This is an optimization exercise on Yosys and OpenROAD, whose aim is small area and few clock cycles, not a production implementation.
Function was checked by simulation only, so behaviour that the tests miss may differ from the original.
Power figures rest on the tool's default switching activity, not on a simulated workload.

## sha256_feeder
module sha256_feeder (
    input  logic         clk,
    input  logic         rst,
    input  logic         in_valid,
    output logic         in_ready,
    input  logic [31:0]  in_data,
    input  logic         in_last,
    input  logic [2:0]   in_bytes,
    output logic         core_rst_n,
    output logic         core_calcu_en,
    output logic [31:0]  core_word,
    input  logic         core_calcu_rdy,
    output logic         core_read_en,
    input  logic [31:0]  core_word_out,
    output logic [255:0] digest,
    output logic         digest_valid
);
Size: roughly 1600 cells after synthesis, roughly 790 flip-flops, ~26000 um2 of cells after synthesis.
clock: 5.0 ns
lec_check: 0
cap_margin: 20
core_margin: 2
core_utilization: 70
gpl_routability_driven: 0
gpl_timing_driven: 0
slew_margin: 20
standard.sh (not shown) runs the stock make flow with config.mk's settings and CLKGATE_MAP_FILE= SYNTH_SCRIPT=/design/flow/synth_recipe.tcl, a recipe that flattens the netlist after the stock synthesis.
==> flow/flow/run.sh <==
#!/bin/bash
# Standard layout, with plain buf_1 port buffers and no CTS dummy loads.
set -euo pipefail
export BUFFER_PORTS_ARGS="-buffer_cell sky130_fd_sc_hd__buf_1"
export CTS_ARGS="-sink_clustering_enable -repair_clock_nets -dont_use_dummy_load -buf_list sky130_fd_sc_hd__clkbuf_8 -sink_clustering_size 16 -sink_clustering_max_diameter 60"
bash standard.sh > standard.log 2>&1
Testbench counts at the start, summed over its fixed seeds: cycles 32,918.
Change:
CORE_UTILIZATION = 80   (was 70)
GPL_ROUTABILITY_DRIVEN = default   (was 0)
GPL_TIMING_DRIVEN = default   (was 0)
The new run completed without violations.
Via count grows by a few percent.
Setup slack gets better by 150 ps.
Synthesized cell count stays the same.
First-iteration DRC count rose by well over a third.
Count of clock-buffer cells in the layout is unchanged.
Register-to-register slack gains 120 ps.
Global-route usage increases by 9.4 points.
Total power goes up slightly.
Fmax came out higher by a few percent.
Combinational power came out lower by a few percent.
Cell count decreases by a few percent.
Change:
CORE_UTILIZATION = 70   (was 80)
=>
- final cell count goes up by a few percent
- wire length goes down by about a fifth
- hold slack improved by 5.0 ps
- power goes down slightly
- utilization goes down by 12 points
- combinational power goes down by a little under a tenth
- clock power goes down by a few percent
- die area goes up by roughly a tenth
- critical path depth does not change
Change:
CAP_MARGIN = 0   (was 20)
SLEW_MARGIN = 0   (was 20)
Outcome:
- The new run produced a clean layout
- final cell count does not change
- wire length is unchanged
- cell area stays the same
- non-clock buffer count stays the same
- flip-flop and latch count does not change

Setup of v17:
Another version of the RTL of sha256_feeder (not shown whole).
Size: ~2300 cells after synthesis, about 1100 flip-flops, roughly 370 I/O pins, about 0.032 sq mm of cells after synthesis.
// sha256_feeder
module sha256_feeder (
    input  logic         clk,
    input  logic         rst,
    input  logic         in_valid,
    output logic         in_ready,
    input  logic [31:0]  in_data,
    input  logic         in_last,
    input  logic [2:0]   in_bytes,
    output logic         core_rst_n,
    output logic         core_calcu_en,
    output logic [31:0]  core_word,
    input  logic         core_calcu_rdy,
    output logic         core_read_en,
    input  logic [31:0]  core_word_out,
    output logic [255:0] digest,
    output logic         digest_valid
);
Settings: LEC_CHECK=0, CAP_MARGIN=20, CORE_MARGIN=2, CORE_UTILIZATION=70, SLEW_MARGIN=20; clock period 5.0 ns.
==> flow/flow/run.sh <==
#!/bin/bash
# Standard layout, with plain buf_1 port buffers and no CTS dummy loads.
set -euo pipefail
export BUFFER_PORTS_ARGS="-buffer_cell sky130_fd_sc_hd__buf_1"
export CTS_ARGS="-sink_clustering_enable -repair_clock_nets -dont_use_dummy_load -buf_list sky130_fd_sc_hd__clkbuf_16 -sink_clustering_size 30 -sink_clustering_max_diameter 60"
bash standard.sh > standard.log 2>&1
Testbench counts of v17, summed over its fixed seeds: cycles 30,671.
The following lists how v23 was set up differently from v17:
Settings: setting CTS_BUF_LIST to sky130_fd_sc_hd__clkbuf_8 for the first time; changing CORE_UTILIZATION from 70 to 40; setting CTS_CLUSTER_SIZE to 40 for the first time.
==> flow/run.sh (new file) <==
#!/bin/bash
# synth_recipe.tcl (not shown) runs the flow's synth.tcl, then flattens the netlist and writes it again
# the make line also repeats each setting of config.mk as NAME=value (left out here)
make -C /OpenROAD-flow-scripts/flow DESIGN_CONFIG=/design/flow/config.mk WORK_HOME=/design/flow/orfs CLKGATE_MAP_FILE= SYNTH_SCRIPT=/design/flow/synth_recipe.tcl finish
removed: flow/flow/run.sh
removed: flow/standard.sh
==> run notes <==
Clock skew after layout delta (v23 -> v17): insignificant
Diff v17 -> v23: non-clock buffer share of cell area moved up, combinational fraction of design power has remained practically unchanged, number of buffers and inverters on the critical path climbed 1, filler cell count up 3972, fraction of layout instances using a drive strength above 1 saw an increase.
#### Input delta (v37 over v23)
Settings: CTS_BUF_LIST: sky130_fd_sc_hd__clkbuf_8 -> unset; CTS_CLUSTER_SIZE: 40 -> unset.
Notes after the runs:
Post-route cell area up about 1% in v37 wrt v23. Setup slack (higher): v37. Met3 layer wire length in the routed design: v37 < v23. In the tables for v37 and v23, overall global routing resource usage reads lower with v37. Higher stage delay of the slowest cell on the critical path was reported by v37, not v23. Data arrival time of the worst path: v37 vs v23 down 0.17 ns. Number of standard cells in the layout, taps in and fillers out, v37 and v23, higher one = v23. Clock share of power, v37 and v23: larger value in v37. v37 vs v23, total number of nets in the final design went down by 2.2%.

Setup of willow:
Another version of the RTL of sha256_feeder (not shown whole).
Size in the first run: about 1500 cells after synthesis, roughly 790 flip-flops, roughly 370 I/O pins.
// sha256_feeder
module sha256_feeder (
    input  logic         clk,
    input  logic         rst,
    input  logic         in_valid,
    output logic         in_ready,
    input  logic [31:0]  in_data,
    input  logic         in_last,
    input  logic [2:0]   in_bytes,
    output logic         core_rst_n,
    output logic         core_calcu_en,
    output logic [31:0]  core_word,
    input  logic         core_calcu_rdy,
    output logic         core_read_en,
    input  logic [31:0]  core_word_out,
    output logic [255:0] digest,
    output logic         digest_valid
);
    localparam int N = 15;           
    typedef enum logic [1:0] {CRST, IDLE, SEND, READ} state_t;
    state_t             state;
    logic [N-1:0][31:0] fb;          
    logic [N-1:0]       fv;          
    logic [N-1:0]       ld;          
    logic [3:0]         cnt;         
    logic [29:0]        wc;          
    logic [1:0]         lb;          
  ...
Settings: LEC_CHECK=0, CAP_MARGIN=20, CORE_MARGIN=2, CORE_UTILIZATION=70, SLEW_MARGIN=20; clock period 5.0 ns.
==> flow/flow/run.sh <==
#!/bin/bash
# Standard layout, with plain buf_1 port buffers and no CTS dummy loads.
set -euo pipefail
export BUFFER_PORTS_ARGS="-buffer_cell sky130_fd_sc_hd__buf_1"
export CTS_ARGS="-sink_clustering_enable -repair_clock_nets -dont_use_dummy_load -buf_list sky130_fd_sc_hd__clkbuf_4 -sink_clustering_size 10 -sink_clustering_max_diameter 40"
bash standard.sh > standard.log 2>&1
Testbench counts of willow, summed over its fixed seeds: cycles 32,916.
#### Input delta (indigo over willow)
==> flow/flow/run.sh <==
#!/bin/bash
# Standard layout, with plain buf_1 port buffers and no CTS dummy loads.
set -euo pipefail
export BUFFER_PORTS_ARGS="-buffer_cell sky130_fd_sc_hd__buf_1"
export CTS_ARGS="-sink_clustering_enable -repair_clock_nets -dont_use_dummy_load -buf_list sky130_fd_sc_hd__clkbuf_8 -sink_clustering_size 22 -sink_clustering_max_diameter 50"
bash standard.sh > standard.log 2>&1
Notes after the runs:
Layout overhead on the synthesized area: indigo < willow
Number of buffers created by CTS went down by more than a quarter going from willow to indigo.
A class of the tightest hold or removal check of reg2reg is what indigo shows, while in2reg belongs to willow.
Compare willow and indigo | number of antenna violations at the first check in global routing lower: indigo
willow leaves less setup margin than indigo.

== nickel ==
sha256_feeder with an RTL version that a note above also has.
Size in the first run: about 2300 cells after synthesis, about 1100 flip-flops.
Settings: LEC_CHECK=0, CAP_MARGIN=20, CORE_MARGIN=2, CORE_UTILIZATION=40, CTS_BUF_LIST=sky130_fd_sc_hd__clkbuf_4, SLEW_MARGIN=20; clock period 5.0 ns.
run.sh (not shown) runs the stock make flow with config.mk's settings and CLKGATE_MAP_FILE= SYNTH_SCRIPT=/design/flow/synth_recipe.tcl, a recipe that flattens the netlist after the stock synthesis.
Stock flow here: none of the scripts above is used.
Testbench counts of nickel, summed over its fixed seeds: cycles 30,671.
For tundra, these inputs were changed with respect to nickel:
- removing CTS_BUF_LIST (formerly sky130_fd_sc_hd__clkbuf_4)
==> flow/flow/run.sh (new file) <==
#!/bin/bash
# Standard layout, with plain buf_1 port buffers and no CTS dummy loads.
set -euo pipefail
export BUFFER_PORTS_ARGS="-buffer_cell sky130_fd_sc_hd__buf_1"
export CTS_ARGS="-sink_clustering_enable -repair_clock_nets -dont_use_dummy_load ${CTS_EXTRA:-}"
bash standard.sh > standard.log 2>&1
==> flow/standard.sh (new file) <==
#!/bin/bash
# synth_recipe.tcl (not shown) runs the flow's synth.tcl, then flattens the netlist and writes it again
# the make line also repeats each setting of config.mk as NAME=value (left out here)
make -C /OpenROAD-flow-scripts/flow DESIGN_CONFIG=/design/flow/config.mk WORK_HOME=/design/flow/orfs CLKGATE_MAP_FILE= SYNTH_SCRIPT=/design/flow/synth_recipe.tcl "${@:-finish}"
removed: flow/run.sh
Notes after the runs:
- No run among nickel and tundra stopped early or left any final violation; all are clean.
- tundra vs. nickel: global routing usage summed across all routing layers went down by 1.2 points.
- Where clock skew is concerned, nickel is outperformed by tundra.
- Lower critical path depth was reported by tundra, not nickel.
- Higher fmax among nickel and tundra: tundra
- The share of the core filled with cells in the final layout in tundra sits 3.8 points below the value recorded for nickel.
--- input diff tundra..xenon ---
- changing CORE_UTILIZATION from 40 to 70
==> flow/flow/run.sh <==
#!/bin/bash
# Standard layout, with plain buf_1 port buffers and no CTS dummy loads.
set -euo pipefail
export BUFFER_PORTS_ARGS="-buffer_cell sky130_fd_sc_hd__buf_1"
export CTS_ARGS="-sink_clustering_enable -repair_clock_nets -dont_use_dummy_load -buf_list sky130_fd_sc_hd__clkbuf_8 -sink_clustering_size 16 -sink_clustering_max_diameter 60"
bash standard.sh > standard.log 2>&1
--- outcome ---
- Critical path depth came out exactly the same in xenon and tundra.
- The total of clock buffers placed in the layout number comes out higher for tundra vs xenon.
- Higher hold slack among xenon and tundra: xenon
- From tundra to xenon the numbers moved as follows: post-detailed-placement cell area has decreased, hold-critical path depth has remained practically unchanged, arrival time reported for the critical path endpoint has decreased.
- Final critical-path required period ended up 0.052 ns lower on xenon than on tundra.

[static timing again, ports no longer ideal]
Ports are ideal in the flow. The routed layouts listed here were re-timed in OpenROAD.
Step 1 sets driving cells, clkbuf_16 on the clock port and buf_2 on the other inputs (assumed; they add their load-dependent delay and slew).
Step 2, shift: input delay + t, output delay - t, t = (earliest + latest rising clock arrival at the registers) / 2. This alone moves slack from input paths to output paths.
Three values: ideal, step 1, step 2; two values: the first two.
run | t (ns) | setup WS [ns] | worst setup path after step 2 | worst data-port slew with drivers (ns) | pins driven straight from the clock port
the first run of note 1 | 0.688 | 0.528 / 0.476 / 0.910 | input to register | 0.05 | 1
the second run of note 1 | 0.658 | 0.677 / 0.623 / 1.083 | input to register | 0.07 | 1
the third run of note 1 | 0.690 | 0.754 / 0.705 / 1.222 | input to register | 0.06 | 1
the fourth run of note 1 | 0.690 | 0.754 / 0.705 / 1.222 | input to register | 0.06 | 1
v17 | 0.645 | 0.912 / 0.859 / 1.504 | register to output | 0.05 | 1
v23 | 0.834 | 0.426 / 0.368 / 1.202 | register to output | 0.06 | 1
v37 | 0.698 | 0.597 / 0.537 / 1.235 | register to output | 0.05 | 1
willow | 0.808 | 0.836 / 0.787 / 1.206 | input to register | 0.05 | 1
indigo | 0.681 | 0.878 / 0.826 / 1.256 | input to register | 0.05 | 1
nickel | 1.060 | 0.357 / 0.298 / 1.329 | input to register | 0.05 | 1
tundra | 0.669 | 0.800 / 0.739 / 1.408 | register to output | 0.05 | 1
xenon | 0.685 | 0.852 / 0.801 / 1.486 | register to output | 0.05 | 1
After both steps every run listed still meets setup and hold.
